Background: an optimization exercise with open tools, aiming at small area, a short achievable clock period and few clock cycles per item. Do not read the settings as production practice.
Only simulation tests tie the RTL to the original design; equivalence was not proved.

==> design.v <==
module gmrd_ram #(
    parameter int unsigned WIDTH = 62,
    parameter int unsigned DEPTH = 16
) (
    input  logic              i_clk,
    input  logic              i_we,
    input  logic [WIDTH-1:0]  i_wdata,
    input  logic [1:0]        i_tsel,
    output logic [WIDTH-1:0]  o_head,
    output logic [WIDTH-1:0]  o_tap
);
    logic [WIDTH-1:0] r_mem [DEPTH];
    always_ff @(posedge i_clk) begin
        for (int i = 0; i < DEPTH - 1; i++) begin
            r_mem[i] <= r_mem[i+1];
        end
        r_mem[DEPTH-1] <= i_we ? i_wdata : r_mem[0];
    end
    assign o_head = r_mem[0];
    always_comb begin
        case (i_tsel)
            2'd0:    o_tap = r_mem[0];
            2'd1:    o_tap = r_mem[4];
            2'd2:    o_tap = r_mem[8];
            default: o_tap = r_mem[12];
        endcase
    end
endmodule
module gmrd_modunit (
    input  logic          i_clk,
    input  logic [30:0]   i_a,
    input  logic [30:0]   i_b,
    input  logic [30:0]   i_mp,
    input  logic [31:0]   i_mu,
    input  logic [33:0]   i_mu3,
    input  logic [32:0]   i_nmp3,
    output logic [32:0]   o_r
);
    localparam int unsigned TC = 28;    
    logic [61:0] r_x;
    logic [31:0] r_q3;
    logic [32:0] r_xl;
    logic [32:0] r_r;
    logic [61:0] w_x;
    logic [31:0] w_q1;
    logic [63:0] w_q2;
    logic [32:0] w_nmp;
    logic [32:0] w_r;
    always_comb begin
        logic [32:0] ae;           
        logic [61:0] negv;
        ae   = {1'b0, i_a, 1'b0};
        negv = '0;
        w_x  = '0;
        for (int k = 0; k < 16; k++) begin
            w_x = w_x - (62'd1 << (32 + 2 * k));
        end
        for (int k = 0; k < 16; k++) begin
            logic b0, b1, b2, neg, one, two;
            logic [31:0] sel, q;
            b0  = ae[2*k];
            b1  = ae[2*k+1];
            b2  = ae[2*k+2];
            neg = b2 & ~(b1 & b0);
            one = b1 ^ b0;
            two = (b2 & ~b1 & ~b0) | (~b2 & b1 & b0);
            sel = one ? {1'b0, i_b} : (two ? {i_b, 1'b0} : 32'd0);
            q   = neg ? ~sel : sel;
            negv[2*k] = neg;
            w_x = w_x + ({29'd0, ~neg, q} << (2 * k));
        end
        w_x = w_x + negv;
    end
    assign w_q1 = r_x[61:30];
    always_comb begin
        w_q2 = '0;
        for (int k = 0; k < 16; k++) begin
            logic [1:0]  d;
            logic [33:0] pp;
            logic [63:0] row;
            d = w_q1[2*k +: 2];
            case (d)
                2'd0:    pp = '0;
                2'd1:    pp = {2'b0, i_mu};
                2'd2:    pp = {1'b0, i_mu, 1'b0};
                default: pp = i_mu3;
            endcase
            row = {30'd0, pp} << (2 * k);
            for (int c = 0; c < 64; c++) begin
                if (c < TC) row[c] = 1'b0;
            end
            w_q2 = w_q2 + row;
        end
    end
    assign w_nmp = ~{2'b00, i_mp};
    always_comb begin
        w_r = r_xl + {1'b0, r_q3};
        for (int k = 0; k < 16; k++) begin
            logic [1:0]  d;
            logic [32:0] pp;
            d = r_q3[2*k +: 2];
            case (d)
                2'd0:    pp = '0;
                2'd1:    pp = w_nmp;
                2'd2:    pp = {w_nmp[31:0], 1'b0};
                default: pp = i_nmp3;
            endcase
            w_r = w_r + (pp << (2 * k));
        end
    end
    always_ff @(posedge i_clk) begin
        r_x  <= w_x;
        r_q3 <= w_q2[63:32];
        r_xl <= r_x[32:0];
        r_r  <= w_r;
    end
    assign o_r = r_r;
endmodule
module garner_mixed_radix_digits_unit #(
    parameter int unsigned MAX_MODULI = 16
) (
    input  logic          i_clk,
    input  logic          i_rst_n,
    input  logic          i_valid,
    output logic          o_ready,
    input  logic [63:0]   i_data,
    output logic          o_valid,
    input  logic          i_ready,
    output logic [32:0]   o_data
);
    localparam int unsigned W = 31;
    localparam logic [2:0] I_IDLE  = 3'd0;
    localparam logic [2:0] I_NORM  = 3'd1;
    localparam logic [2:0] I_START = 3'd3;
    localparam logic [2:0] I_GRP   = 3'd4;
    localparam logic [2:0] I_FIN   = 3'd5;
    localparam logic [2:0] I_OUT   = 3'd6;
    localparam logic [2:0] I_OVF   = 3'd7;
    localparam logic [2:0] Q_IDLE  = 3'd0;
    localparam logic [2:0] Q_NORM  = 3'd1;
    localparam logic [2:0] Q_DIV   = 3'd2;
    localparam logic [2:0] Q_READY = 3'd4;
    localparam logic [2:0] IV_IDLE  = 3'd0;
    localparam logic [2:0] IV_SHIFT = 3'd1;
    localparam logic [2:0] IV_RUN   = 3'd2;
    localparam logic [2:0] IV_FIX1  = 3'd3;
    localparam logic [2:0] IV_FIX2  = 3'd4;
    localparam logic [2:0] IV_DONE  = 3'd5;
    localparam logic [2:0] G_ALIGN = 3'd0;
    localparam logic [2:0] G_EXP   = 3'd1;
    localparam logic [2:0] G_HORN  = 3'd2;
    localparam logic [2:0] F_CHAIN = 3'd4;
    localparam logic [2:0] F_INIT  = 3'd6;
    localparam logic [2:0] F_EXP   = 3'd7;
    localparam logic [3:0] P_IDLE    = 4'd0;
    localparam logic [3:0] P_CONV    = 4'd2;
    localparam logic [3:0] P_MUL     = 4'd3;
    localparam logic [3:0] P_SQR     = 4'd4;
    localparam logic [3:0] P_SQRCOPY = 4'd5;
    localparam logic [3:0] P_CONVX   = 4'd6;
    localparam logic [3:0] P_HORN    = 4'd7;
    localparam logic [3:0] P_FCHAIN  = 4'd9;
    localparam logic [3:0] P_EINIT   = 4'd11;
    localparam logic [3:0] P_ESQR    = 4'd12;
    localparam logic [3:0] P_EMUL    = 4'd13;
    localparam logic [3:0] P_FINAL   = 4'd14;
    localparam logic [2:0] WB_NONE = 3'd0;    
    localparam logic [2:0] WB_F0   = 3'd1;    
    localparam logic [2:0] WB_F1   = 3'd2;    
    localparam logic [2:0] WB_D    = 3'd4;    
    localparam logic [2:0] WB_S    = 3'd5;    
    localparam logic [2:0] WB_P    = 3'd6;    
    logic [3:0]    r_ph;           
    logic [1:0]    w_slot;
    logic [2:0]    r_ist;
    logic [4:0]    r_count;        
    logic [4:0]    r_n;            
    logic [W-1:0]  r_m;
    logic          r_eos;
    logic          r_slow;
    logic [4:0]    r_s;
    logic [4:0]    r_t;            
    logic [W-1:0]  r_mp;
    logic [W-1:0]  r_one;
    logic [31:0]   r_mu;
    logic [33:0]   r_mu3;          
    logic [32:0]   r_nmp3;         
    logic [32:0]   r_mp3;          
    logic [W-1:0]  r_dvr;
    logic [W-1:0]  r_rsr;          
    logic [5:0]    r_dvt;
    logic          r_qv;
    logic [2:0]    r_qst;
    logic [31:0]   r_qres;
    logic [W-1:0]  r_qm;
    logic          r_qeos;
    logic [4:0]    r_qs;
    logic [W-1:0]  r_qmp;
    logic [31:0]   r_qmu;
    logic          r_qdvq32;
    logic [W-1:0]  r_d;            
    logic [W-1:0]  r_d0;           
    logic [W-1:0]  r_pp;           
    logic          r_dpend;
    logic [1:0]    r_dk;           
    logic [W-1:0]  r_dz, r_dp;     
    logic [3:0]    r_ok;           
    logic          r_pdone;        
    logic          r_wpend;        
    logic [1:0]    r_wrem;         
    logic [1:0]    r_ww;           
    logic          r_chk, r_chk0;  
    logic          r_ckv, r_ck0;   
    logic [1:0]    r_cks;
    logic          r_finf;         
    logic [2:0]    r_ivst;
    logic [4:0]    r_ivc;
    logic [W-1:0]  r_ku, r_kv;
    logic [W:0]    r_kr, r_ks;
    logic [2:0]    r_gst;
    logic [1:0]    r_g;
    logic          r_first;
    logic          r_mdone;
    logic [1:0]    r_hp;
    logic          r_hwait;        
    logic [3:0]    r_cj;           
    logic [4:0]    r_cnext;
    logic          r_cnoc;         
    logic          r_cwrap;        
    logic [4:0]    r_pos;
    logic [3:0]    r_pt;           
    logic          r_stp;          
    logic [3:0]    r_sti;
    logic [W-1:0]  r_stm;
    logic [W-1:0]  r_std;
    logic          r_ovalid;
    logic [32:0]   r_out;
    logic [W-1:0]  r_a0, r_b0;
    logic [W-1:0]  r_p0, r_p1, r_p2, r_p3;
    logic [2:0]    r_wb0, r_wb1, r_wb2, r_wb3;
    logic [32:0]   w_r3;
    logic [2*W-1:0] w_head, w_tap;
    logic [W-1:0]  w_hm;
    logic [W-1:0]  w_tm, w_td;     
    logic [1:0]    w_tsel;
    assign w_slot = r_ph[1:0];
    gmrd_ram #(.WIDTH(2*W), .DEPTH(MAX_MODULI)) u_store (
        .i_clk   (i_clk),
        .i_we    (r_stp && (r_ph == r_sti)),
        .i_wdata ({r_stm, r_std}),
        .i_tsel  (w_tsel),
        .o_head  (w_head),
        .o_tap   (w_tap)
    );
    assign w_hm = w_head[2*W-1:W];
    assign w_tm = w_tap[2*W-1:W];
    assign w_td = w_tap[W-1:0];
    gmrd_modunit u_mm (
        .i_clk (i_clk),
        .i_a   (r_a0),
        .i_b   (r_b0),
        .i_mp  (r_mp),
        .i_mu  (r_mu),
        .i_mu3 (r_mu3),
        .i_nmp3 (r_nmp3),
        .o_r   (w_r3)
    );
    logic [33:0] w_t1, w_t2, w_t3;
    logic [W-1:0] w_z;
    logic [W-1:0] w_F0, w_F1;
    logic [W-1:0] w_sx, w_sy;
    logic [W:0]   w_redd, w_redp;
    logic [W-1:0] w_dnew;
    assign w_t1 = {1'b0, w_r3} - {3'b0, r_mp};
    assign w_t2 = {1'b0, w_r3} - {2'b0, r_mp, 1'b0};
    assign w_t3 = {1'b0, w_r3} - {1'b0, r_mp3};
    assign w_z  = !w_t3[33] ? w_t3[W-1:0] :
                  (!w_t2[33] ? w_t2[W-1:0] : (!w_t1[33] ? w_t1[W-1:0] : w_r3[W-1:0]));
    assign w_F0 = (r_wb3 == WB_F0) ? w_z : r_p3;
    assign w_F1 = (r_wb3 == WB_F1) ? w_z : r_p3;
    assign w_sx   = (r_dk == 2'd2) ? r_d : r_dz;
    assign w_sy   = (r_dk == 2'd2) ? r_dz : r_dp;
    assign w_redd = {1'b0, w_sx} - {1'b0, w_sy};
    assign w_redp = {1'b0, w_sx} - {1'b0, w_sy} + {1'b0, r_mp};
    assign w_dnew = w_redd[W] ? w_redp[W-1:0] : w_redd[W-1:0];
    logic [W-1:0] w_shin, w_shout;
    logic         w_raw;
    logic [W-1:0] w_rawv;
    logic [W-1:0] w_b, w_p;
    logic [2:0]   w_wb;
    logic         w_hact;
    logic [W-1:0] w_e;             
    logic [5:0]   w_eblen;         
    logic [4:0]   w_last;          
    logic [4:0]   w_rem;
    logic         w_e0b;
    logic [4:0]   w_wpos;          
    logic         w_wb0, w_wb1, w_wb2;
    logic [1:0]   w_wlen, w_widx;
    logic [W-1:0] w_const;         
    logic         w_cact, w_tact;  
    logic [3:0]   w_cjm1;
    logic [3:0]   w_tent;          
    assign w_rem  = r_n - {1'b0, r_g, 2'b00};
    assign w_last = (w_rem > 5'd4) ? 5'd3 : (w_rem - 5'd1);
    assign w_hact  = (w_slot == r_hp) && !r_hwait;
    assign w_shout = w_shin >> r_s;
    assign w_e     = (r_m >= 31'd2) ? r_m - 31'd2 : '0;
    always_comb begin
        w_eblen = 6'd0;
        for (int i = 0; i < W; i++) begin
            if (w_e[i]) w_eblen = 6'(i + 1);
        end
    end
    assign w_e0b   = (r_pos != 5'd31) && w_e[r_pos];
    assign w_cjm1  = r_cj - 4'd1;
    assign w_cact  = (w_slot == r_cj[1:0]) && ({1'b0, r_cj} < r_n) && !r_cnoc;
    assign w_tact  = (w_slot == w_cjm1[1:0]) && (r_cj != 4'd0) && !r_cwrap;
    assign w_tent  = (r_pt == P_FCHAIN) ? ((w_slot == r_cj[1:0]) ? r_cj : w_cjm1)
                                        : {r_g, w_slot};
    assign w_tsel  = w_tent[3:2] - r_ph[3:2];
    assign w_wpos = (r_gst == F_INIT) ? (5'd30 - r_s) : r_pos;
    assign w_wb0  = (w_wpos != 5'd0) && r_m[w_wpos];
    assign w_wb1  = (w_wpos >= 5'd2) && r_m[w_wpos - 5'd1];
    assign w_wb2  = (w_wpos >= 5'd3) && r_m[w_wpos - 5'd2];
    assign w_wlen = w_wb2 ? 2'd2 : (w_wb1 ? 2'd1 : 2'd0);
    assign w_widx = w_wb2 ? {1'b1, w_wb1} : (w_wb1 ? 2'd1 : 2'd0);
    always_comb begin
        case ({w_slot, r_ww})
            4'b00_00: w_const = 31'd2;
            4'b00_01: w_const = 31'd8;
            4'b00_10: w_const = 31'd32;
            4'b00_11: w_const = 31'd128;
            4'b01_00: w_const = 31'd3;
            4'b01_01: w_const = 31'd27;
            4'b01_10: w_const = 31'd243;
            4'b01_11: w_const = 31'd2187;
            4'b10_00: w_const = 31'd5;
            4'b10_01: w_const = 31'd125;
            4'b10_10: w_const = 31'd3125;
            4'b10_11: w_const = 31'd78125;
            4'b11_00: w_const = 31'd7;
            4'b11_01: w_const = 31'd343;
            4'b11_10: w_const = 31'd16807;
            default:  w_const = 31'd823543;
        endcase
    end
    always_comb begin
        w_shin = r_d;
        w_raw  = 1'b0;
        w_rawv = w_hm;
        w_b    = r_one;
        w_p    = w_F0;
        w_wb   = WB_NONE;
        case (r_pt)
            P_CONV: begin
                w_raw  = 1'b1;
                w_rawv = w_hm;
                w_p    = r_one;
                w_wb   = WB_F1;
            end
            P_MUL: begin
                w_shin = w_F0;
                w_b    = w_F1;
                w_p    = w_F1;
                w_wb   = WB_F0;
            end
            P_SQR: begin
                w_shin = w_F1;
                w_b    = w_F1;
                w_p    = w_F0;
                w_wb   = WB_F1;
            end
            P_SQRCOPY: begin
                w_shin = w_F1;
                w_b    = w_F1;
                w_p    = w_F1;
                w_wb   = WB_F1;
            end
            P_CONVX: begin
                w_raw  = 1'b1;
                w_rawv = w_td;
                w_b    = w_F0;
                w_p    = w_F0;
                w_wb   = WB_F1;
            end
            P_HORN: begin
                if (w_hact) begin
                    w_shin = r_d;
                    w_b    = w_F0;
                    w_p    = w_F1;
                    w_wb   = WB_D;
                end else begin
                    w_shin = w_F0;
                    w_b    = r_one;
                    w_p    = w_F1;
                    w_wb   = WB_F0;
                end
            end
            P_FCHAIN: begin
                w_raw = 1'b1;
                if (w_cact) begin
                    w_rawv = w_tm;
                    w_b    = r_pp;
                    w_p    = r_pp;
                    w_wb   = WB_P;
                end else if (w_tact) begin
                    w_rawv = w_td;
                    w_b    = w_F1;
                    w_wb   = WB_S;
                end
            end
            P_EINIT: begin
                w_raw  = 1'b1;
                w_rawv = w_const;
                w_wb   = WB_F0;
            end
            P_ESQR: begin
                w_shin = w_F0;
                w_b    = w_F0;
                w_wb   = WB_F0;
            end
            P_EMUL: begin
                w_raw  = 1'b1;
                w_rawv = w_const;
                w_b    = w_F0;
                w_wb   = WB_F0;
            end
            P_FINAL: begin
                if (w_slot == 2'd0) begin
                    w_raw  = 1'b1;
                    w_rawv = r_kr[W-1:0];
                    w_b    = r_d;
                    w_p    = '0;
                    w_wb   = WB_D;
                end
            end
            default: ;
        endcase
    end
    logic [2:0]    n_ist;
    logic [3:0]    n_pt;
    logic [2:0]    n_gst;
    logic [1:0]    n_g, n_hp;
    logic          n_hwait;
    logic          n_first, n_mdone;
    logic [3:0]    n_cj;
    logic [4:0]    n_cnext;
    logic          n_cnoc, n_cwrap;
    logic [4:0]    n_pos;
    logic          n_pdone, n_wpend, n_chk, n_chk0;
    logic [1:0]    n_wrem, n_ww;
    logic          w_ivok;
    logic          w_chkhit;       
    logic          n_slow;
    logic          w_fast;
    logic          w_aligned;
    logic [4:0]    w_cj;           
    logic [2:0]    w_gst;
    assign w_fast    = !r_slow && r_m[0] && (r_m != 31'd1);
    assign w_chkhit  = r_ckv &&
                       (({1'b0, r_b0} + {1'b0, r_one} == {1'b0, r_mp}) || (r_ck0 && (r_b0 == r_one)));
    assign w_aligned = !r_stp && (r_ph[3:2] + 2'd1 == r_g);
    assign w_gst     = (r_ist == I_START) ? (w_fast ? F_CHAIN : G_ALIGN) : r_gst;
    assign w_cj      = (r_ist == I_START) ? 5'd0 : r_cnext;
    always_comb begin
        n_ist   = r_ist;
        n_pt    = r_pt;
        n_gst   = r_gst;
        n_g     = r_g;
        n_hp    = r_hp;
        n_hwait = r_hwait;
        n_first = r_first;
        n_mdone = r_mdone;
        n_cj    = r_cj;
        n_cnext = r_cnext;
        n_cnoc  = r_cnoc;
        n_cwrap = r_cwrap;
        n_pos   = r_pos;
        n_pdone = r_pdone;
        n_wpend = r_wpend;
        n_wrem  = r_wrem;
        n_ww    = r_ww;
        n_chk   = 1'b0;
        n_chk0  = 1'b0;
        n_slow  = r_slow;
        if (w_slot == 2'd3) begin
            n_pt = P_IDLE;
        end
        if (w_slot == 2'd3 && (r_ist == I_START || r_ist == I_GRP)) begin
            n_ist = I_GRP;
            n_gst = w_gst;
            if (r_ist == I_START) begin
                n_g     = 2'd0;
                n_cnext = 5'd0;
            end
            if (r_n == 5'd0) begin
                n_ist = I_FIN;
            end else begin
                case (w_gst)
                    G_ALIGN: begin
                        if (w_aligned && (r_ist == I_GRP)) begin
                            n_pt    = P_CONV;
                            n_gst   = G_EXP;
                            n_pos   = 5'd0;
                            n_first = 1'b1;
                            n_mdone = 1'b0;
                        end
                    end
                    G_EXP: begin
                        if ({1'b0, r_pos} >= w_eblen) begin
                            n_pt  = P_CONVX;
                            n_gst = G_HORN;
                            n_hp  = 2'd0;
                        end else if (w_e0b && !r_mdone) begin
                            if (r_first && ({1'b0, r_pos} + 6'd1 != w_eblen)) begin
                                n_pt    = P_SQRCOPY;
                                n_pos   = r_pos + 5'd1;
                                n_first = 1'b0;
                            end else begin
                                n_pt    = P_MUL;
                                n_first = 1'b0;
                                if ({1'b0, r_pos} + 6'd1 == w_eblen) begin
                                    n_pos = 5'd31;
                                end else begin
                                    n_mdone = 1'b1;
                                end
                            end
                        end else begin
                            n_pt    = P_SQR;
                            n_pos   = r_pos + 5'd1;
                            n_mdone = 1'b0;
                        end
                    end
                    G_HORN: begin
                        n_pt = P_HORN;
                        if (r_pt != P_HORN) begin
                            n_hp    = 2'd0;
                            n_hwait = 1'b0;
                        end else if (!r_hwait) begin
                            n_hwait = 1'b1;
                        end else begin
                            n_hp    = r_hp + 2'd1;
                            n_hwait = 1'b0;
                        end
                        if (!n_hwait && ({3'b0, n_hp} == w_last)) begin
                            if (w_rem > 5'd4) begin
                                n_g   = r_g + 2'd1;
                                n_gst = G_ALIGN;
                            end else begin
                                n_ist = I_FIN;
                            end
                        end
                    end
                    F_CHAIN: begin
                        if (!(r_stp && (w_cj + 5'd1 >= r_n))) begin
                            n_pt    = P_FCHAIN;
                            n_cj    = w_cj[3:0];
                            n_cnoc  = 1'b0;
                            n_cwrap = 1'b0;
                            if ((w_cj[1:0] == 2'd0) && (w_cj != 5'd0) && (w_cj != r_n) &&
                                !(r_cnoc && (r_ist == I_GRP))) begin
                                n_cnoc = 1'b1;
                            end else begin
                                n_cwrap = r_cnoc && (r_ist == I_GRP);
                                n_cnext = w_cj + 5'd1;
                                if (w_cj == r_n) begin
                                    n_gst = F_INIT;
                                end
                            end
                        end
                    end
                    F_INIT: begin
                        n_pt    = P_EINIT;
                        n_gst   = F_EXP;
                        n_ww    = w_widx;
                        n_wpend = 1'b0;
                        n_pdone = (w_wpos == {3'b0, w_wlen});
                        n_pos   = w_wpos - {3'b0, w_wlen} - 5'd1;
                    end
                    default: begin   
                        if (r_wpend) begin
                            if (r_wrem != 2'd0) begin
                                n_pt   = P_ESQR;
                                n_wrem = r_wrem - 2'd1;
                            end else begin
                                n_pt    = P_EMUL;
                                n_wpend = 1'b0;
                            end
                        end else if (!r_pdone) begin
                            n_pt    = P_ESQR;
                            n_pdone = (r_pos == 5'd0);
                            if (!w_wb0) begin
                                n_chk  = (r_pos < r_t);
                                n_chk0 = (r_pos + 5'd1 == r_t);
                                n_pos  = r_pos - 5'd1;
                            end else begin
                                n_wpend = 1'b1;
                                n_wrem  = w_wlen;
                                n_ww    = w_widx;
                                n_pdone = (r_pos == {3'b0, w_wlen});
                                n_pos   = r_pos - {3'b0, w_wlen} - 5'd1;
                            end
                        end else if ((r_pp == '0) || ((r_ivst == IV_DONE) && !w_ivok)) begin
                            n_slow = 1'b1;
                            n_ist  = I_START;
                        end else if (r_ivst == IV_DONE) begin
                            n_pt  = P_FINAL;
                            n_ist = I_FIN;
                        end
                    end
                endcase
            end
        end
    end
    logic [W:0]   w_kuv, w_kvu;        
    logic [W+1:0] w_krs;               
    logic [W+1:0] w_krm;               
    logic [W:0]   w_kmr;               
    logic [W:0]   w_dh;                
    assign w_ivok = (r_ku == 31'd1);
    assign w_kuv  = {1'b0, r_ku} - {1'b0, r_kv};
    assign w_kvu  = {1'b0, r_kv} - {1'b0, r_ku};
    assign w_krs  = {1'b0, r_kr} + {1'b0, r_ks};
    assign w_krm  = {1'b0, r_kr} - {2'b0, r_m};
    assign w_kmr  = {1'b0, r_m} - r_kr;
    assign w_dh   = {1'b0, r_d} + (((r_d & r_one) != '0) ? {1'b0, r_mp} : '0);
    logic [4:0]   w_s, w_t;
    always_comb begin
        w_s = 5'd0;
        for (int i = 0; i < W; i++) begin
            if (r_qm[i]) w_s = 5'(W - 1 - i);
        end
        w_t = 5'd0;
        for (int i = W - 1; i >= 1; i--) begin
            if (r_m[i]) w_t = 5'(i);
        end
    end
    logic [W-1:0] w_qone;
    logic [W:0]   w_dv2, w_rs2;
    logic [W+1:0] w_dvsub, w_rssub;
    assign w_qone  = (r_qm == 31'd1) ? '0 : (31'd1 << r_qs);
    assign w_dv2   = {r_dvr, 1'b0};
    assign w_dvsub = {1'b0, w_dv2} - {2'b0, r_qmp};
    assign w_rs2   = {r_rsr, 1'b0} | {1'b0, r_qres[6'd31 - r_dvt] ? w_qone : '0};
    assign w_rssub = {1'b0, w_rs2} - {2'b0, r_qmp};
    assign o_ready = !r_qv;
    assign o_valid = r_ovalid;
    assign o_data  = r_out;
    logic w_outfree;
    assign w_outfree = !r_ovalid || i_ready;
    always_ff @(posedge i_clk) begin
        r_ph  <= r_ph + 4'd1;
        r_a0  <= w_raw ? w_rawv : w_shout;
        r_b0  <= w_b;
        r_p0  <= w_p;
        r_p1  <= r_p0;  r_p2 <= r_p1;  r_p3 <= r_p2;
        r_wb0 <= w_wb;
        r_wb1 <= r_wb0; r_wb2 <= r_wb1; r_wb3 <= r_wb2;
        r_pt    <= n_pt;
        r_gst   <= n_gst;
        r_g     <= n_g;
        r_hp    <= n_hp;
        r_hwait <= n_hwait;
        r_first <= n_first;
        r_mdone <= n_mdone;
        r_cj    <= n_cj;
        r_cnext <= n_cnext;
        r_cnoc  <= n_cnoc;
        r_cwrap <= n_cwrap;
        r_pos   <= n_pos;
        r_pdone <= n_pdone;
        r_wpend <= n_wpend;
        r_wrem  <= n_wrem;
        r_ww    <= n_ww;
        if (w_slot == 2'd3) begin
            r_chk  <= n_chk;
            r_chk0 <= n_chk0;
        end
        r_slow  <= n_slow;
        r_ist   <= n_ist;
        r_dk <= (r_wb3 == WB_D) ? 2'd1 : ((r_wb3 == WB_S) ? 2'd2 : 2'd0);
        r_dz <= w_z;
        r_dp <= r_p3;
        if (r_dk != 2'd0) begin
            r_d <= w_dnew;
        end
        if (r_dk == 2'd1) begin
            r_dpend <= 1'b0;
        end
        if (w_wb == WB_D) begin
            r_dpend <= 1'b1;
        end
        if (r_wb3 == WB_P) begin
            r_pp <= w_z;
        end
        r_ckv <= (r_pt == P_ESQR) && r_chk;
        r_ck0 <= r_chk0;
        r_cks <= w_slot;
        if (w_chkhit) begin
            r_ok[r_cks] <= 1'b1;
        end
        if (n_pt == P_FINAL && w_slot == 2'd3) begin
            r_finf <= 1'b1;
        end
        case (r_ivst)
            IV_SHIFT: begin
                if (r_ivc == 5'd0) begin
                    r_ivst <= IV_RUN;
                end else begin
                    r_kv  <= r_kv >> 1;
                    r_ivc <= r_ivc - 5'd1;
                end
            end
            IV_RUN: begin
                if (r_kv == '0) begin
                    r_ivst <= IV_FIX1;
                end else begin
                    r_d <= w_dh[W:1];
                    if (!r_ku[0]) begin
                        r_ku <= r_ku >> 1;
                        r_ks <= r_ks << 1;
                    end else if (!r_kv[0]) begin
                        r_kv <= r_kv >> 1;
                        r_kr <= r_kr << 1;
                    end else if (!w_kvu[W]) begin
                        r_kv <= w_kvu[W:1];
                        r_ks <= w_krs[W:0];
                        r_kr <= r_kr << 1;
                    end else begin
                        r_ku <= w_kuv[W:1];
                        r_kr <= w_krs[W:0];
                        r_ks <= r_ks << 1;
                    end
                end
            end
            IV_FIX1: begin
                if (!w_krm[W+1]) begin
                    r_kr <= w_krm[W:0];
                end
                r_ivst <= IV_FIX2;
            end
            IV_FIX2: begin
                r_kr   <= w_kmr;
                r_ivst <= IV_DONE;
            end
            default: ;
        endcase
        if (r_pt == P_ESQR && w_slot == 2'd0 && r_ivst == IV_IDLE) begin
            r_ivst <= IV_SHIFT;
            r_ivc  <= r_s;
            r_ku   <= r_m;
            r_kv   <= r_pp;
            r_kr   <= '0;
            r_ks   <= 32'd1;
        end
        if (r_ovalid && i_ready) begin
            r_ovalid <= 1'b0;
        end
        if (r_stp && (r_ph == r_sti)) begin
            r_stp <= 1'b0;
        end
        case (r_qst)
            Q_NORM: begin
                r_qs  <= w_s;
                r_qmp <= r_qm << w_s;
                r_qst <= Q_DIV;
                r_dvt <= 6'd0;
            end
            Q_DIV: begin
                if (r_dvt == 6'd0) begin
                    r_qdvq32 <= (r_qmp == 31'h4000_0000);
                    r_dvr    <= (r_qmp == 31'h4000_0000) ? '0 : 31'h4000_0000;
                    r_rsr    <= (r_qres[31] && (r_qm != 31'd1)) ? (r_qmp - w_qone) : '0;
                    r_dvt    <= 6'd1;
                end else begin
                    if (!w_dvsub[W+1]) begin
                        r_dvr <= w_dvsub[W-1:0];
                        r_qmu <= {r_qmu[30:0], 1'b1};
                    end else begin
                        r_dvr <= w_dv2[W-1:0];
                        r_qmu <= {r_qmu[30:0], 1'b0};
                    end
                    if (r_dvt <= 6'd31) begin
                        r_rsr <= !w_rssub[W+1] ? w_rssub[W-1:0] : w_rs2[W-1:0];
                    end
                    r_dvt <= r_dvt + 6'd1;
                    if (r_dvt == 6'd32) begin
                        r_qst <= Q_READY;
                    end
                end
            end
            default: ;
        endcase
        if (i_valid && !r_qv) begin
            r_qv   <= 1'b1;
            r_qres <= i_data[63:32];
            r_qm   <= i_data[31:1];
            r_qeos <= i_data[0];
            r_qst  <= Q_NORM;
        end
        case (r_ist)
            I_IDLE: begin
                if (r_qv && ((r_qst == Q_READY) || (r_count >= 5'(MAX_MODULI)) || (r_qm == '0))) begin
                    r_qv   <= 1'b0;
                    r_qst  <= Q_IDLE;
                    r_m    <= r_qm;
                    r_eos  <= r_qeos;
                    r_n    <= r_count;
                    r_slow <= 1'b0;
                    r_s    <= r_qs;
                    r_mp   <= r_qmp;
                    r_mu   <= r_qdvq32 ? 32'hFFFF_FFFF : r_qmu;
                    r_d    <= r_rsr;
                    r_d0   <= r_rsr;
                    if (r_count >= 5'(MAX_MODULI)) begin
                        r_ist <= I_OVF;
                    end else if (r_qm == '0) begin
                        r_d     <= '0;
                        r_s     <= 5'd0;
                        r_dpend <= 1'b0;
                        r_ist   <= I_FIN;
                    end else begin
                        r_ist <= I_NORM;
                    end
                end
            end
            I_NORM: begin
                r_mu3   <= {2'b00, r_mu} + {1'b0, r_mu, 1'b0};
                r_nmp3  <= (~{2'b00, r_mp}) + {~{1'b0, r_mp}, 1'b0};
                r_mp3   <= {2'b00, r_mp} + {1'b0, r_mp, 1'b0};
                r_t     <= w_t;
                r_one   <= (r_m == 31'd1) ? '0 : (31'd1 << r_s);
                r_ist   <= I_START;
            end
            I_START: begin
                r_pp   <= r_one;
                r_ok   <= 4'b0000;
                r_ivst <= IV_IDLE;
                r_d    <= r_d0;
            end
            I_FIN: begin
                if (!r_dpend && (w_wb != WB_D) && (r_pt == P_IDLE)) begin
                    r_finf <= 1'b0;
                    if (r_finf && (r_ok != 4'b1111)) begin
                        r_slow <= 1'b1;
                        r_ist  <= I_START;
                    end else begin
                        r_ist <= I_OUT;
                    end
                end
            end
            I_OUT: begin
                if (w_outfree && !r_stp) begin
                    r_out    <= {r_a0, r_eos, 1'b0};
                    r_ovalid <= 1'b1;
                    r_stp    <= 1'b1;
                    r_sti    <= r_n[3:0];
                    r_stm    <= r_m;
                    r_std    <= r_a0;
                    r_count  <= r_eos ? 5'd0 : r_n + 5'd1;
                    r_ist    <= I_IDLE;
                end
            end
            I_OVF: begin
                if (w_outfree) begin
                    r_out    <= {{W{1'b0}}, r_eos, 1'b1};
                    r_ovalid <= 1'b1;
                    if (r_eos) begin
                        r_count <= 5'd0;
                    end
                    r_ist <= I_IDLE;
                end
            end
            default: ;
        endcase
        if (!i_rst_n) begin
            r_ph     <= 4'd0;
            r_ist    <= I_IDLE;
            r_pt     <= P_IDLE;
            r_count  <= 5'd0;
            r_ovalid <= 1'b0;
            r_stp    <= 1'b0;
            r_dpend  <= 1'b0;
            r_wb0    <= WB_NONE;
            r_wb1    <= WB_NONE;
            r_wb2    <= WB_NONE;
            r_wb3    <= WB_NONE;
            r_dk     <= 2'd0;
            r_ivst   <= IV_IDLE;
            r_finf   <= 1'b0;
            r_ckv    <= 1'b0;
            r_qv     <= 1'b0;
            r_qst    <= Q_IDLE;
        end
    end
endmodule
==> run.sh <==
#!/bin/bash
# synth_recipe.tcl (not shown) runs the flow's synth.tcl, then flattens the netlist and writes it again
# the make line also repeats each setting of config.mk as NAME=value (left out here)
make -C /OpenROAD-flow-scripts/flow DESIGN_CONFIG=/design/flow/config.mk WORK_HOME=/design/flow/orfs CLKGATE_MAP_FILE= SYNTH_SCRIPT=/design/flow/synth_recipe.tcl finish
==> config.mk <==
export PLATFORM = sky130hd
export DESIGN_NAME = garner_mixed_radix_digits_unit
export DESIGN_NICKNAME = garner_mixed_radix_digits_unit
export VERILOG_FILES = /design/flow/design.v
export SDC_FILE = /design/flow/constraint.sdc
export NUM_CORES = 4
export LEC_CHECK = 0
export CAP_MARGIN = 20
export CORE_MARGIN = 2
export CORE_UTILIZATION = 40
export SLEW_MARGIN = 20
==> constraint.sdc <==
create_clock -name core_clock -period 10.0 [get_ports {i_clk}]
set_input_delay 2.0000 -clock core_clock [delete_from_list [all_inputs] [get_ports {i_clk}]]
set_output_delay 2.0000 -clock core_clock [all_outputs]
set_load 0.01 [all_outputs]
==> flow_summary.ini, run 1 <==
[die]
top_level_ports = 103
design.core.area_mm2 = 0.3931
initial_utilization_pct = 40.26
chipWidth_um = 633.0
die_area_mm2 = 0.4007
num_rows = 230
die_y_um = 633.0

[drt]
detailed_route_via_count = 128859
wl_per_cell_um = 26.11
routed_via_density = 5.916
detailedRoute.firstPassIterationCount = 9
1st_iter_drt_viols = 14916
post-route-drc-count = 0
route.antenna.remaining_nets = 0
detail_route.wirelength_um = 568800

[final_layout]
nFillCells = 38064
area_delta_synth_final_pct = 9.541
fin_nets = 18408
utilization_pct = 44.10
fin_area_mm2 = 0.1734
final_instance_count_without_filler_cells = 21783
final_layout_size_suffix_gt1_share_pct = 9.263

[worst_setup_path]
path_class = flip-flop to flip-flop
max_stage_delay_ps = 570
worst_path_max_fanout = 12
cpMostUsedCell = sky130_fd_sc_hd__fa_1
worst_setup_path_end_kind = flip-flop
worst-endpoint-arrival_ps = 10290
crit_path_start_kind = flip-flop
r2r_start = u_mm.r_x[32]$_DFF_P_
crit_required_ps = 10850
crit_path_slowest_cell = sky130_fd_sc_hd__dfxtp_1
worstSetupStartpoint = u_mm.r_x[32]$_DFF_P_

[yosys]
synthesis.yosys.warnings = 4
synth_top_cell_by_area = sky130_fd_sc_hd__dfxtp_1
synth-main-ff-cell = sky130_fd_sc_hd__dfxtp_1
list_of_most_frequent_post_synthesis_cells = sky130_fd_sc_hd__dfxtp_1, sky130_fd_sc_hd__inv_1, sky130_fd_sc_hd__nand2_1
seq_area_frac_synth_pct = 32.88
synth_top_cells_by_area = sky130_fd_sc_hd__dfxtp_1, sky130_fd_sc_hd__edfxtp_1, sky130_fd_sc_hd__fa_1, sky130_fd_sc_hd__ha_1, sky130_fd_sc_hd__xnor2_1
synthDominantCellAreaShare_pct = 19.54
postSynthAreaPerCell_um2 = 9.493
syn-num-nets = 18749
synth_edf_count = 703
async_flop_share_pct = 0
most_repeated_cell_in_the_gate_level_netlist_after_synthesis = sky130_fd_sc_hd__dfxtp_1
number_of_cells_produced_by_synthesis = 16671
synth.cell_area_mm2 = 0.1583
synth_cell_types = 121
synth_seq_cells = 2248

[global_routing]
grt_overflow = 0
first_global_vias = 122448
grt_antenna_before_repair = 38
grt_usage_pct = 27.66
global_route_wire_length_before_repair_um = 835100
maximum_number_of_pins_on_one_net_before_global_route_repair = 131

[placed_design]
post-dp-hpwl_um = 427300
postPlaceCellArea_mm2 = 0.1651
gp_routability_congestion = 1.012
placed_cells_incl_taps = 21316
buffer_ports.inserted = 102

[sta]
worst_hold_slack_ps = 210.7
setup_viol = 0
max_slew_violation_total_from_the_final_report = 0
setup_tns_ps = 0
max_freq_mhz = 105.9
hold_violations = 0
fin_crit_sh_pct = 94.41
worst_pin_slew_ps = 1298
final_period_minus_worst_setup_slack_ps = 9441
setup_repair_after_global_routing_missed_its_margin = false
worst_slew_margin_relative_to_its_limit_pct = 13.45
clock_skew_ps = 118.4

[cts]
cts_root_buf = sky130_fd_sc_hd__clkbuf_16
cts_max_path_buffers = 4
cts_made_buffers = 229
cts_hold_buffers = 0
clock_latency_ps = 970
clkSinkCount = 2248
cts_htree_levels = 4
worst_setup_hold_path_clk_slew_ps = 70
cts_tree = built

[flow_run]
max_capacitance_violation_count = 0

[min_path]
timing.hold.worst.start = u_store.r_mem[11][3]$_DFF_P_
hp-class = flip-flop to flip-flop

[status]
status = no timing/DRC/antenna violations
-- state kept, by name (all words and copies together), names as in the netlist, 32 cells and up --
register       count
u_mm.r_xl         33
r_mp3             32
r_out             33
r_mu3             34
u_mm.r_r          33
r_qres            32
r_ks              32
u_store.r_mem    992
r_mu              32
r_qmu             32
r_nmp3            33
r_kr              32
u_mm.r_q3         32
u_mm.r_x          62
-- critical path, delay by kind of cell (launching register included) --
kind | cells | cell delay (ps)
compound gates | 14 | 3430
buf+inv | 4 | 340
xor+xnor | 2 | 560
mux | 1 | 390
flops | 1 | 570
simple gates | 3 | 420
fa+ha+maj | 9 | 3680
-- area by class of cell --
cell class	count	area [um^2]	share of cell area [%]
tap	5220	6531	3.768
timing repair buffer	495	4036	2.328
clock buffer	308	6638	3.829
inverter	1297	4876	2.813
sequential	2248	52040	30.02
antenna	35	87.58	0.05052
clock inverter	121	1525	0.8798
multi-input combinational	12059	97610	56.31
-- through the flow --
step / setup WS [ps]
final: 559.3
after global routing: 151.8
after CTS: 382.2
after detailed placement: 390.8
after global placement: 346.1
after floorplan: 1612
-- cell families after synthesis --
kind of cell	Yosys count	share of synthesized area (%)
mux	736	5.771
compound gates	4431	18.33
buf+inv	2364	5.670
simple gates	3814	11.05
xor+xnor	1068	5.911
fa+ha+maj	2010	20.38
flops	2248	32.88
-- final timing paths --
check	to	slack [ps]	cells past startpoint
worst max-delay path	u_mm.r_q3[28]$_DFF_P_	560	33
worst min-delay path	u_store.r_mem[10][3]$_DFF_P_	210	0
worst max register to register	u_mm.r_q3[28]$_DFF_P_	560	33
worst min register to register	u_store.r_mem[10][3]$_DFF_P_	210	0
-- layer usage --
| metal | vias to the layer above | share of wire (%) | global-route usage, % |
|---|---|---|---|
| met5 | - | 0.018 | 0 |
| met4 | 18 | 4.9 | 11.76 |
| met3 | 1183 | 10 | 6.070 |
| met2 | 6486 | 43 | 41.69 |
| met1 | 63064 | 42 | 38.10 |
| li1 | 58108 | - | - |
-- cell usage in the layout (no fill, tap or decap), drive strengths merged, types with 115 or more instances in the layout --
cell type / n
dfxtp: 1545
inv: 1316
nand2: 1252
nor2: 1185
a21oi: 1108
ha: 1064
o21ai: 990
fa: 946
xnor2: 708
edfxtp: 703
a22oi: 689
mux2: 398
buf: 392
xor2: 360
clkbuf: 310
nor3: 253
mux2i: 237
a21o: 221
nand3: 216
nand2b: 143
nor2b: 143
o21bai: 140
and2: 139
a22o: 130
o21a: 115
-- repair_timing --
action / 4_1_cts / 5_1_grt
setup endpoints to repair: 0 / 2
resized for setup: 0 / 1
setup buffers: 0 / 0
Testbench counts, summed over its fixed seeds: cycles 37,700, items 239.
==> inputs of run 2 (changes only) <==
--- a/design.v
+++ b/design.v
@@ -164,6 +164,7 @@
     localparam logic [3:0] P_ESQR    = 4'd12;
     localparam logic [3:0] P_EMUL    = 4'd13;
     localparam logic [3:0] P_FINAL   = 4'd14;
+    localparam logic [3:0] P_ESQRF   = 4'd15;    
     localparam logic [2:0] WB_NONE = 3'd0;    
     localparam logic [2:0] WB_F0   = 3'd1;    
     localparam logic [2:0] WB_F1   = 3'd2;    
@@ -181,11 +182,11 @@
     logic [4:0]    r_s;
     logic [4:0]    r_t;            
     logic [W-1:0]  r_mp;
-    logic [W-1:0]  r_one;
+    logic          r_m1;           
+    logic [W-1:0]  w_one;          
     logic [31:0]   r_mu;
     logic [33:0]   r_mu3;          
     logic [32:0]   r_nmp3;         
-    logic [32:0]   r_mp3;          
     logic [W-1:0]  r_dvr;
     logic [W-1:0]  r_rsr;          
     logic [5:0]    r_dvt;
@@ -212,6 +213,7 @@
     logic          r_chk, r_chk0;  
     logic          r_ckv, r_ck0;   
     logic [1:0]    r_cks;
+    logic [W-1:0]  r_ckx;          
     logic          r_finf;         
     logic [2:0]    r_ivst;
     logic [4:0]    r_ivc;
@@ -232,7 +234,6 @@
     logic          r_stp;          
     logic [3:0]    r_sti;
     logic [W-1:0]  r_stm;
-    logic [W-1:0]  r_std;
     logic          r_ovalid;
     logic [32:0]   r_out;
     logic [W-1:0]  r_a0, r_b0;
@@ -244,10 +245,11 @@
     logic [W-1:0]  w_tm, w_td;     
     logic [1:0]    w_tsel;
     assign w_slot = r_ph[1:0];
+    assign w_one  = r_m1 ? '0 : (31'd1 << r_s);
     gmrd_ram #(.WIDTH(2*W), .DEPTH(MAX_MODULI)) u_store (
         .i_clk   (i_clk),
         .i_we    (r_stp && (r_ph == r_sti)),
-        .i_wdata ({r_stm, r_std}),
+        .i_wdata ({r_stm, r_out[32:2]}),
         .i_tsel  (w_tsel),
         .o_head  (w_head),
         .o_tap   (w_tap)
@@ -273,7 +275,7 @@
     logic [W-1:0] w_dnew;
     assign w_t1 = {1'b0, w_r3} - {3'b0, r_mp};
     assign w_t2 = {1'b0, w_r3} - {2'b0, r_mp, 1'b0};
-    assign w_t3 = {1'b0, w_r3} - {1'b0, r_mp3};
+    assign w_t3 = {1'b0, w_r3} - {3'b0, r_mp} - {2'b0, r_mp, 1'b0};
     assign w_z  = !w_t3[33] ? w_t3[W-1:0] :
                   (!w_t2[33] ? w_t2[W-1:0] : (!w_t1[33] ? w_t1[W-1:0] : w_r3[W-1:0]));
     assign w_F0 = (r_wb3 == WB_F0) ? w_z : r_p3;
@@ -299,6 +301,8 @@
     logic [1:0]   w_wlen, w_widx;
     logic [W-1:0] w_const;         
     logic         w_cact, w_tact;  
+    logic         w_lact;          
+    logic         w_clast;         
     logic [3:0]   w_cjm1;
     logic [3:0]   w_tent;          
     assign w_rem  = r_n - {1'b0, r_g, 2'b00};
@@ -316,6 +320,8 @@
     assign w_cjm1  = r_cj - 4'd1;
     assign w_cact  = (w_slot == r_cj[1:0]) && ({1'b0, r_cj} < r_n) && !r_cnoc;
     assign w_tact  = (w_slot == w_cjm1[1:0]) && (r_cj != 4'd0) && !r_cwrap;
+    assign w_clast = ({1'b0, r_cj} + 5'd1 == r_n) && !r_cnoc;
+    assign w_lact  = w_clast && (r_cj[1:0] != 2'd3) && (w_slot == r_cj[1:0] + 2'd1);
     assign w_tent  = (r_pt == P_FCHAIN) ? ((w_slot == r_cj[1:0]) ? r_cj : w_cjm1)
                                         : {r_g, w_slot};
     assign w_tsel  = w_tent[3:2] - r_ph[3:2];
@@ -346,17 +352,17 @@
         endcase
     end
     always_comb begin
-        w_shin = r_d;
+        w_shin = (r_finf && (r_wb3 == WB_D)) ? w_z : ((r_dk == 2'd1) ? r_dz : r_d);
         w_raw  = 1'b0;
         w_rawv = w_hm;
-        w_b    = r_one;
+        w_b    = w_one;
         w_p    = w_F0;
         w_wb   = WB_NONE;
         case (r_pt)
             P_CONV: begin
                 w_raw  = 1'b1;
                 w_rawv = w_hm;
-                w_p    = r_one;
+                w_p    = w_one;
                 w_wb   = WB_F1;
             end
             P_MUL: begin
@@ -392,7 +398,7 @@
                     w_wb   = WB_D;
                 end else begin
                     w_shin = w_F0;
-                    w_b    = r_one;
+                    w_b    = w_one;
                     w_p    = w_F1;
                     w_wb   = WB_F0;
                 end
@@ -400,12 +406,16 @@
             P_FCHAIN: begin
                 w_raw = 1'b1;
                 if (w_cact) begin
-                    w_rawv = w_tm;
+                    w_rawv = w_clast ? r_stm : w_tm;
                     w_b    = r_pp;
                     w_p    = r_pp;
                     w_wb   = WB_P;
+                end else if (w_lact) begin
+                    w_rawv = r_out[32:2];
+                    w_b    = r_pp;
+                    w_wb   = WB_S;
                 end else if (w_tact) begin
-                    w_rawv = w_td;
+                    w_rawv = ({1'b0, r_cj} == r_n) ? r_out[32:2] : w_td;
                     w_b    = w_F1;
                     w_wb   = WB_S;
                 end
@@ -415,10 +425,18 @@
                 w_rawv = w_const;
                 w_wb   = WB_F0;
             end
-            P_ESQR: begin
-                w_shin = w_F0;
-                w_b    = w_F0;
-                w_wb   = WB_F0;
+            P_ESQR, P_ESQRF: begin
+                if (r_pt == P_ESQRF && w_slot == 2'd0) begin
+                    w_raw  = 1'b1;
+                    w_rawv = r_kr[W-1:0];
+                    w_b    = r_d;
+                    w_p    = '0;
+                    w_wb   = WB_D;
+                end else begin
+                    w_shin = w_F0;
+                    w_b    = w_F0;
+                    w_wb   = WB_F0;
+                end
             end
             P_EMUL: begin
                 w_raw  = 1'b1;
@@ -452,6 +470,7 @@
     logic [1:0]    n_wrem, n_ww;
     logic          w_ivok;
     logic          w_chkhit;       
+    logic [3:0]    w_okeff;
     logic          n_slow;
     logic          w_fast;
     logic          w_aligned;
@@ -459,7 +478,8 @@
     logic [2:0]    w_gst;
     assign w_fast    = !r_slow && r_m[0] && (r_m != 31'd1);
     assign w_chkhit  = r_ckv &&
-                       (({1'b0, r_b0} + {1'b0, r_one} == {1'b0, r_mp}) || (r_ck0 && (r_b0 == r_one)));
+                       (({1'b0, r_ckx} + {1'b0, w_one} == {1'b0, r_mp}) || (r_ck0 && (r_ckx == w_one)));
+    assign w_okeff   = r_ok | (w_chkhit ? (4'd1 << r_cks) : 4'd0);
     assign w_aligned = !r_stp && (r_ph[3:2] + 2'd1 == r_g);
     assign w_gst     = (r_ist == I_START) ? (w_fast ? F_CHAIN : G_ALIGN) : r_gst;
     assign w_cj      = (r_ist == I_START) ? 5'd0 : r_cnext;
@@ -553,20 +573,18 @@
                         end
                     end
                     F_CHAIN: begin
-                        if (!(r_stp && (w_cj + 5'd1 >= r_n))) begin
-                            n_pt    = P_FCHAIN;
-                            n_cj    = w_cj[3:0];
-                            n_cnoc  = 1'b0;
-                            n_cwrap = 1'b0;
-                            if ((w_cj[1:0] == 2'd0) && (w_cj != 5'd0) && (w_cj != r_n) &&
-                                !(r_cnoc && (r_ist == I_GRP))) begin
-                                n_cnoc = 1'b1;
-                            end else begin
-                                n_cwrap = r_cnoc && (r_ist == I_GRP);
-                                n_cnext = w_cj + 5'd1;
-                                if (w_cj == r_n) begin
-                                    n_gst = F_INIT;
-                                end
+                        n_pt    = P_FCHAIN;
+                        n_cj    = w_cj[3:0];
+                        n_cnoc  = 1'b0;
+                        n_cwrap = 1'b0;
+                        if ((w_cj[1:0] == 2'd0) && (w_cj != 5'd0) && (w_cj != r_n) &&
+                            !(r_cnoc && (r_ist == I_GRP))) begin
+                            n_cnoc = 1'b1;
+                        end else begin
+                            n_cwrap = r_cnoc && (r_ist == I_GRP);
+                            n_cnext = w_cj + 5'd1;
+                            if ((w_cj == r_n) || ((w_cj + 5'd1 == r_n) && (w_cj[1:0] != 2'd3))) begin
+                                n_gst = F_INIT;
                             end
                         end
                     end
@@ -594,6 +612,10 @@
                                 n_chk  = (r_pos < r_t);
                                 n_chk0 = (r_pos + 5'd1 == r_t);
                                 n_pos  = r_pos - 5'd1;
+                                if ((r_pos == 5'd0) && (r_ivst == IV_DONE) && w_ivok && (r_pp != '0)) begin
+                                    n_pt  = P_ESQRF;
+                                    n_ist = I_FIN;
+                                end
                             end else begin
                                 n_wpend = 1'b1;
                                 n_wrem  = w_wlen;
@@ -624,7 +646,7 @@
     assign w_krs  = {1'b0, r_kr} + {1'b0, r_ks};
     assign w_krm  = {1'b0, r_kr} - {2'b0, r_m};
     assign w_kmr  = {1'b0, r_m} - r_kr;
-    assign w_dh   = {1'b0, r_d} + (((r_d & r_one) != '0) ? {1'b0, r_mp} : '0);
+    assign w_dh   = {1'b0, r_d} + (((r_d & w_one) != '0) ? {1'b0, r_mp} : '0);
     logic [4:0]   w_s, w_t;
     always_comb begin
         w_s = 5'd0;
@@ -633,10 +655,12 @@
         end
         w_t = 5'd0;
         for (int i = W - 1; i >= 1; i--) begin
-            if (r_m[i]) w_t = 5'(i);
+            if (r_qm[i]) w_t = 5'(i);
         end
     end
     logic [W-1:0] w_qone;
+    logic [31:0]  w_qmuc;
+    assign w_qmuc  = r_qdvq32 ? 32'hFFFF_FFFF : r_qmu;
     logic [W:0]   w_dv2, w_rs2;
     logic [W+1:0] w_dvsub, w_rssub;
     assign w_qone  = (r_qm == 31'd1) ? '0 : (31'd1 << r_qs);
@@ -694,13 +718,14 @@
         if (r_wb3 == WB_P) begin
             r_pp <= w_z;
         end
-        r_ckv <= (r_pt == P_ESQR) && r_chk;
+        r_ckv <= ((r_pt == P_ESQR) || (r_pt == P_ESQRF)) && r_chk;
         r_ck0 <= r_chk0;
         r_cks <= w_slot;
+        r_ckx <= w_F0;
         if (w_chkhit) begin
             r_ok[r_cks] <= 1'b1;
         end
-        if (n_pt == P_FINAL && w_slot == 2'd3) begin
+        if ((n_pt == P_FINAL || n_pt == P_ESQRF) && w_slot == 2'd3) begin
             r_finf <= 1'b1;
         end
         case (r_ivst)
@@ -810,9 +835,13 @@
                     r_slow <= 1'b0;
                     r_s    <= r_qs;
                     r_mp   <= r_qmp;
-                    r_mu   <= r_qdvq32 ? 32'hFFFF_FFFF : r_qmu;
+                    r_mu   <= w_qmuc;
                     r_d    <= r_rsr;
                     r_d0   <= r_rsr;
+                    r_mu3  <= {2'b00, w_qmuc} + {1'b0, w_qmuc, 1'b0};
+                    r_nmp3 <= (~{2'b00, r_qmp}) + {~{1'b0, r_qmp}, 1'b0};
+                    r_t    <= w_t;
+                    r_m1   <= (r_qm == 31'd1);
                     if (r_count >= 5'(MAX_MODULI)) begin
                         r_ist <= I_OVF;
                     end else if (r_qm == '0) begin
@@ -821,33 +850,29 @@
                         r_dpend <= 1'b0;
                         r_ist   <= I_FIN;
                     end else begin
-                        r_ist <= I_NORM;
+                        r_ist <= I_START;
                     end
                 end
             end
-            I_NORM: begin
-                r_mu3   <= {2'b00, r_mu} + {1'b0, r_mu, 1'b0};
-                r_nmp3  <= (~{2'b00, r_mp}) + {~{1'b0, r_mp}, 1'b0};
-                r_mp3   <= {2'b00, r_mp} + {1'b0, r_mp, 1'b0};
-                r_t     <= w_t;
-                r_one   <= (r_m == 31'd1) ? '0 : (31'd1 << r_s);
-                r_ist   <= I_START;
-            end
             I_START: begin
-                r_pp   <= r_one;
+                r_pp   <= w_one;
                 r_ok   <= 4'b0000;
                 r_ivst <= IV_IDLE;
                 r_d    <= r_d0;
             end
             I_FIN: begin
-                if (!r_dpend && (w_wb != WB_D) && (r_pt == P_IDLE)) begin
-                    r_finf <= 1'b0;
-                    if (r_finf && (r_ok != 4'b1111)) begin
-                        r_slow <= 1'b1;
-                        r_ist  <= I_START;
-                    end else begin
-                        r_ist <= I_OUT;
+                if (r_finf) begin
+                    if ((r_wb3 == WB_D) && (r_pt == P_IDLE)) begin
+                        r_finf <= 1'b0;
+                        if (w_okeff != 4'b1111) begin
+                            r_slow <= 1'b1;
+                            r_ist  <= I_START;
+                        end else begin
+                            r_ist <= I_OUT;
+                        end
                     end
+                end else if (!r_dpend && (w_wb != WB_D) && (r_pt == P_IDLE)) begin
+                    r_ist <= I_OUT;
                 end
             end
             I_OUT: begin
@@ -857,13 +882,12 @@
                     r_stp    <= 1'b1;
                     r_sti    <= r_n[3:0];
                     r_stm    <= r_m;
-                    r_std    <= r_a0;
                     r_count  <= r_eos ? 5'd0 : r_n + 5'd1;
                     r_ist    <= I_IDLE;
                 end
             end
             I_OVF: begin
-                if (w_outfree) begin
+                if (w_outfree && !r_stp) begin
                     r_out    <= {{W{1'b0}}, r_eos, 1'b1};
                     r_ovalid <= 1'b1;
                     if (r_eos) begin
==> run 2 against run 1 <==
Against the previous run:
- still clean on timing, DRC and antenna
- first-iteration DRC count grew 13%
- area after synthesis is essentially flat
- setup slack gained 170 ps
- maximum frequency grew 1.9%
- critical endpoint is now u_mm.r_q3[31]$_DFF_P_
- hold slack lost 26 ps
- cell area grew 0.56%
- routed wire length grew 6.1%
==> flow_summary.ini, run 2 <==
[status]
status = no timing/DRC/antenna violations

[worst_setup_path]
path_class = flip-flop to flip-flop
worst-endpoint-arrival_ps = 10120
cpMostUsedCell = sky130_fd_sc_hd__fa_1
timing.critical_path.to = u_mm.r_q3[31]$_DFF_P_
worst_r2r_path_depth = 39
r2r_start = u_mm.r_x[30]$_DFF_P_
crit_required_ps = 10850
worst_path_max_fanout = 4
rrSetupSlack_ps = 730
crit_path_start_kind = flip-flop
worstSetupStartpoint = u_mm.r_x[30]$_DFF_P_
crit_path_slowest_cell = sky130_fd_sc_hd__fa_1
max_stage_delay_ps = 510
worst_setup_path_end_kind = flip-flop
crit-reg2reg-capture = u_mm.r_q3[31]$_DFF_P_

[cts]
postCtsSetupRepairBufs = 0
worst_setup_hold_path_clk_slew_ps = 70
clock_latency_ps = 1010
cts_htree_levels = 4
cts_root_buf = sky130_fd_sc_hd__clkbuf_16
cts_tree = built
cts_made_buffers = 230
clkSinkCount = 2185
cts_max_path_buffers = 4

[global_routing]
grt_usage_pct = 29.36
grt_overflow = 0
maximum_number_of_pins_on_one_net_before_global_route_repair = 97
first_global_vias = 128080
global_route_wire_length_before_repair_um = 879800
grt_antenna_before_repair = 42

[yosys]
synth_top_cell_by_area = sky130_fd_sc_hd__dfxtp_1
most_repeated_cell_in_the_gate_level_netlist_after_synthesis = sky130_fd_sc_hd__dfxtp_1
synth_top_cells_by_area = sky130_fd_sc_hd__dfxtp_1, sky130_fd_sc_hd__fa_1, sky130_fd_sc_hd__edfxtp_1, sky130_fd_sc_hd__ha_1, sky130_fd_sc_hd__xnor2_1
synth.cell_area_mm2 = 0.1583
synth-main-ff-cell = sky130_fd_sc_hd__dfxtp_1
synthDominantCellAreaShare_pct = 19.93
synth_seq_cells = 2185
async_flop_share_pct = 0
postSynthAreaPerCell_um2 = 9.255
synthesis.yosys.warnings = 4
list_of_most_frequent_post_synthesis_cells = sky130_fd_sc_hd__dfxtp_1, sky130_fd_sc_hd__nor2_1, sky130_fd_sc_hd__nand2_1
synth_cell_types = 108
seq_area_frac_synth_pct = 31.48
syn-num-nets = 19147
synth_edf_count = 609
number_of_cells_produced_by_synthesis = 17107

[sta]
worst_pin_slew_ps = 1301
fin_ws_ps = 731.3
worst_hold_slack_ps = 185.0
max_slew_violation_total_from_the_final_report = 0
worst_slew_margin_relative_to_its_limit_pct = 12.33
setup_repair_after_global_routing_missed_its_margin = false
setup_tns_ps = 0
fin_crit_sh_pct = 92.69
final_period_minus_worst_setup_slack_ps = 9269
clock_skew_ps = 149.3
setup_viol = 0
max_freq_mhz = 107.9
hold_violations = 0

[placed_design]
gp_routability_congestion = 1.051
post-dp-hpwl_um = 447000
post-place-ws_ps = 457.2
placed_cells_incl_taps = 21854
buffer_ports.inserted = 102
postPlaceCellArea_mm2 = 0.1662

[final_layout]
final_layout_size_suffix_gt1_share_pct = 10.10
commonest_non_fill_non_tap_cell_in_the_layout = sky130_fd_sc_hd__dfxtp_1
highest_count_cells_in_the_layout_ignoring_fill_and_taps = sky130_fd_sc_hd__dfxtp_1, sky130_fd_sc_hd__nand2_1, sky130_fd_sc_hd__nor2_1
fin_nets = 18888
area_delta_synth_final_pct = 10.10
utilization_pct = 44.12
fin_area_mm2 = 0.1743
top_regs = u_store.r_mem (992), u_mm.r_x (62)
registers.top_by_ff_count = u_store.r_mem
final_instance_count_without_filler_cells = 22308
largest_register_ffs = 992

[drt]
1st_iter_drt_viols = 16892
routed_via_density = 6.023
detailed_route_via_count = 134352
post-route-drc-count = 0
wl_per_cell_um = 27.04
detail_route.wirelength_um = 603300
detailedRoute.firstPassIterationCount = 11
route.antenna.remaining_nets = 0

[min_path]
hp-class = flip-flop to flip-flop
timing.hold.worst.start = u_store.r_mem[7][27]$_DFF_P_

[die]
design.core.area_mm2 = 0.3951
die_y_um = 633.1
chipWidth_um = 633.1
num_rows = 231
die_area_mm2 = 0.4009
initial_utilization_pct = 40.07
top_level_ports = 103

[flow_run]
max_capacitance_violation_count = 0
-- run 2: cell count changes in the layout (fill, tap and decap cells not counted), sizes merged, moves of 47 or more --
cell	change
a21boi	-49
edfxtp	-94
a21oi	+49
a31oi	+55
nand2	+47
buf	+166
nor2	+120
o21ai	-71
o211ai	+50
-- run 2: logic make-up after synthesis --
kind of cell	count (synthesis)	share of synthesized area, %
XOR/XNOR	1111	6.146
buffers and inverters	2418	5.766
AND/OR/NAND/NOR	4087	11.76
adder cells (fa/ha/maj)	1972	20.06
AO/OA/AOI/OAI	4571	18.99
multiplexers	763	5.800
flip-flops	2185	31.48
-- run 2: how the worst min path moves through the flow --
stage,slack [ps],cells after the start,to
floorplan,310,0,r_p1[0]$_DFF_P_
global placement,310,0,u_store.r_mem[12][45]$_DFF_P_
detailed placement,310,0,r_p3[8]$_DFF_P_
CTS,170,0,u_store.r_mem[6][27]$_DFF_P_
global route,190,0,u_store.r_mem[1][30]$_DFF_P_
finish,190,0,u_store.r_mem[6][27]$_DFF_P_
-- run 2: cell type report --
cell class / count / area [um^2]
Antenna cell: 18 / 45.04
Timing Repair Buffer: 661 / 5325
Fill cell: 37975 / 220800
Clock inverter: 124 / 1256
Clock buffer: 308 / 6700
Tap cell: 5242 / 6559
Multi-Input combinational cell: 12504 / 99830
Inverter: 1266 / 4761
Sequential cell: 2185 / 49850
-- run 2: what timing repair did --
| item | 4_1_cts | 5_1_grt |
|---|---|---|
| setup endpoints to repair | 0 | 4 |
| hold buffers | 0 | 0 |
| resized for setup | 0 | 3 |
-- run 2: critical path: cells and delay by family (launching register included) --
kind	cells	cell delay, ps
simple gates	6	1200
flops	1	410
fa+ha+maj	8	3340
xor+xnor	2	270
buf+inv	4	450
compound gates	19	3540
-- run 2: metal layers --
metal  vias up  track usage (%)  part of all wire (%)  wire, um
li1      59937                -                     -         -
met1     65113            38.38                    40    240200
met2      7554            44.30                    42    256300
met3      1712            7.236                    11     65930
met4        36            16.34                   6.7     40480
met5         -           0.3019                 0.065       391
Testbench counts of run 2, summed over its fixed seeds: cycles 35,224, items 239.
==> inputs of run 3 (changes only) <==
--- a/config.mk
+++ b/config.mk
@@ -7,5 +7,6 @@
 export LEC_CHECK = 0
 export CAP_MARGIN = 20
 export CORE_MARGIN = 2
-export CORE_UTILIZATION = 40
+export CORE_UTILIZATION = 55
+export PLACE_DENSITY = 0.7
 export SLEW_MARGIN = 20
==> run 3 against run 2 <==
Against the previous run:
- critical endpoint unchanged
- global-route usage grew 12 points
- cell count shrank 6.5%
- critical path depth shrank 1
- via count grew 1.6%
- first-iteration DRC count grew 7.3%
- sequential cell count is the same
==> flow_summary.ini, run 3 <==
[final_layout]
seqCellArea_mm2 = 0.04985
top_regs = u_store.r_mem (992), u_mm.r_x (62)
final_layout_size_suffix_gt1_share_pct = 10.22
highest_count_cells_in_the_layout_ignoring_fill_and_taps = sky130_fd_sc_hd__dfxtp_1, sky130_fd_sc_hd__nand2_1, sky130_fd_sc_hd__nor2_1
multi_input_comb_area_mm2 = 0.09981
largest_register_ffs = 992
registers.top_by_ff_count = u_store.r_mem
commonest_non_fill_non_tap_cell_in_the_layout = sky130_fd_sc_hd__dfxtp_1
final_instance_count_without_filler_cells = 20864
area_delta_synth_final_pct = 8.949

[sta]
max_freq_mhz = 105.7
worst_pin_slew_ps = 1238
max_slew_violation_total_from_the_final_report = 0
setup_repair_after_global_routing_missed_its_margin = false
final_period_minus_worst_setup_slack_ps = 9460
setup_viol = 0
fin_crit_sh_pct = 94.60

[global_routing]
maximum_number_of_pins_on_one_net_before_global_route_repair = 111
grt_usage_pct = 40.91
first_global_vias = 129306
groute.layer.met1.usage_pct = 53.20
global_route.peak_usage_layer = met2
global_route_wire_length_before_repair_um = 886200
grt_overflow = 0
met3_track_utilization_from_global_routing_pct = 11.40
grt_antenna_before_repair = 58

[status]
status = no timing/DRC/antenna violations

[worst_setup_path]
cp_top_family = adder cells
cpMostUsedCell = sky130_fd_sc_hd__fa_1
crit_path_start_kind = flip-flop
r2r_start = u_mm.r_x[32]$_DFF_P_
path_class = flip-flop to flip-flop
worst-endpoint-arrival_ps = 10260
worst_r2r_path_depth = 38
critical_path_buf_inv_count = 4
worst_setup_path_end_kind = flip-flop
rrSetupSlack_ps = 540
worst_path_max_fanout = 10

[yosys]
synth_seq_cells = 2185
postSynthAreaPerCell_um2 = 9.255
synth_top_family_by_area = adder cells
synth_fa_ha_area_share_pct = 20.06
most_repeated_cell_in_the_gate_level_netlist_after_synthesis = sky130_fd_sc_hd__dfxtp_1
synth_xor_xnor_area_share_pct = 6.146
async_flop_share_pct = 0
seq_area_frac_synth_pct = 31.48
list_of_most_frequent_post_synthesis_cells = sky130_fd_sc_hd__dfxtp_1, sky130_fd_sc_hd__nor2_1, sky130_fd_sc_hd__nand2_1
synthesis.yosys.warnings = 4
synth-simple-area-share_pct = 11.76
synth_top_cell_by_area = sky130_fd_sc_hd__dfxtp_1
synth_top_cells_by_area = sky130_fd_sc_hd__dfxtp_1, sky130_fd_sc_hd__fa_1, sky130_fd_sc_hd__edfxtp_1, sky130_fd_sc_hd__ha_1, sky130_fd_sc_hd__xnor2_1
synth.cell_area_mm2 = 0.1583
synth-compound-area-share_pct = 18.99

[flow_run]
max_capacitance_violation_count = 0

[cts]
cts_max_path_buffers = 4
clkSinkCount = 2185
cts_made_buffers = 225
cts_hold_buffers = 0
cts_htree_levels = 4

[die]
num_rows = 196
top_level_ports = 103
chipWidth_um = 540.5
die_area_mm2 = 0.2922

[drt]
routed_via_density = 6.544
route.antenna.remaining_nets = 0

[placed_design]
post-dp-hpwl_um = 454900
run 3: worst min path at each step:
| stage | start | endpoint | slack, ps | cells past startpoint |
|---|---|---|---|---|
| floorplan | r_p0[0]$_DFF_P_ | r_p1[0]$_DFF_P_ | 310 | 0 |
| global placement | u_store.r_mem[10][15]$_DFF_P_ | u_store.r_mem[9][15]$_DFF_P_ | 310 | 0 |
| detailed placement | u_mm.r_x[17]$_DFF_P_ | u_mm.r_xl[17]$_DFF_P_ | 310 | 0 |
| CTS | u_store.r_mem[7][26]$_DFF_P_ | u_store.r_mem[6][26]$_DFF_P_ | 210 | 0 |
| global route | u_store.r_mem[6][30]$_DFF_P_ | u_store.r_mem[5][30]$_DFF_P_ | 220 | 0 |
| finish | u_store.r_mem[9][27]$_DFF_P_ | u_store.r_mem[8][27]$_DFF_P_ | 220 | 0 |
run 3: per-layer routing:
layer	up-vias	wire length, um	part of all wire (%)
met2	8727	256100	42
met3	1939	76940	13
met4	30	45760	7.5
met5	-	202	0.033
li1	60007	-	-
met1	65841	233000	38
run 3: final cells by class:
class | count | share of cell area [%]
clock inverter | 120 | 0.7304
clock buffer | 296 | 3.720
multi-input combinational | 12504 | 57.86
sequential | 2185 | 28.90
antenna | 31 | 0.04497
inverter | 1266 | 2.759
timing repair buffer | 700 | 3.257
tap | 3762 | 2.729
run 3: worst reg2reg max path: cells and delay by family, from the launching register on:
kind / cells / cell delay (ps)
xor gates and xnor gates: 2 / 270
AOI/OAI and AO/OA: 18 / 3400
adders and majority gates: 8 / 3440
DFF: 1 / 390
muxes: 1 / 350
buffers and inverters: 4 / 540
and+or+nand+nor: 5 / 940
run 3: cells by family after synthesis:
logic type | Yosys count
AND/OR/NAND/NOR | 4087
XOR/XNOR | 1111
multiplexers | 763
adder cells (fa/ha/maj) | 1972
AO/OA/AOI/OAI | 4571
buffers and inverters | 2418
flip-flops | 2185
run 3: through the flow:
step	hold slack, ps	setup WS (ps)	instance area, um^2	util (%)
after floorplan	309.6	793.9	158300	-
after global placement	309.5	487.8	164700	57.63
after detailed placement	312.1	468.4	164700	57.64
after CTS	212.7	364.8	172400	60.33
after global routing	223.7	59.39	172400	60.36
final	219.9	539.6	172500	60.38
run 3: what timing repair did:
item	CTS	global route
gates resized for setup	0	4
setup endpoints to repair	0	4
setup buffers	0	0

==> port drivers added, routing unchanged <==
In the flow no input, the clock included, has a driving cell. The finished layouts below were timed again as built, in two steps.
Step 1 assumes that a clkbuf_16 drives the clock port and a buf_2 every other input.
Step 2, shift: input delay + t, output delay - t, t = (earliest + latest rising clock arrival at the registers) / 2. This alone moves slack from input paths to output paths.
a / b / c = ideal ports / drivers / drivers and shift; a / b = the first two.
run | t, ns | setup slack, ns | worst hold slack (ns) | cell pins on the clock port's net
run 1 | 1.042 | 0.559 / 0.559 / 0.559 | 0.211 / 0.211 / 0.211 | 1
run 2 | 1.062 | 0.731 / 0.731 / 0.731 | 0.185 / 0.185 / 0.185 | 1
run 3 | 1.014 | 0.540 / 0.540 / 0.540 | 0.220 / 0.220 / 0.220 | 1
After both steps every run listed still meets setup and hold.
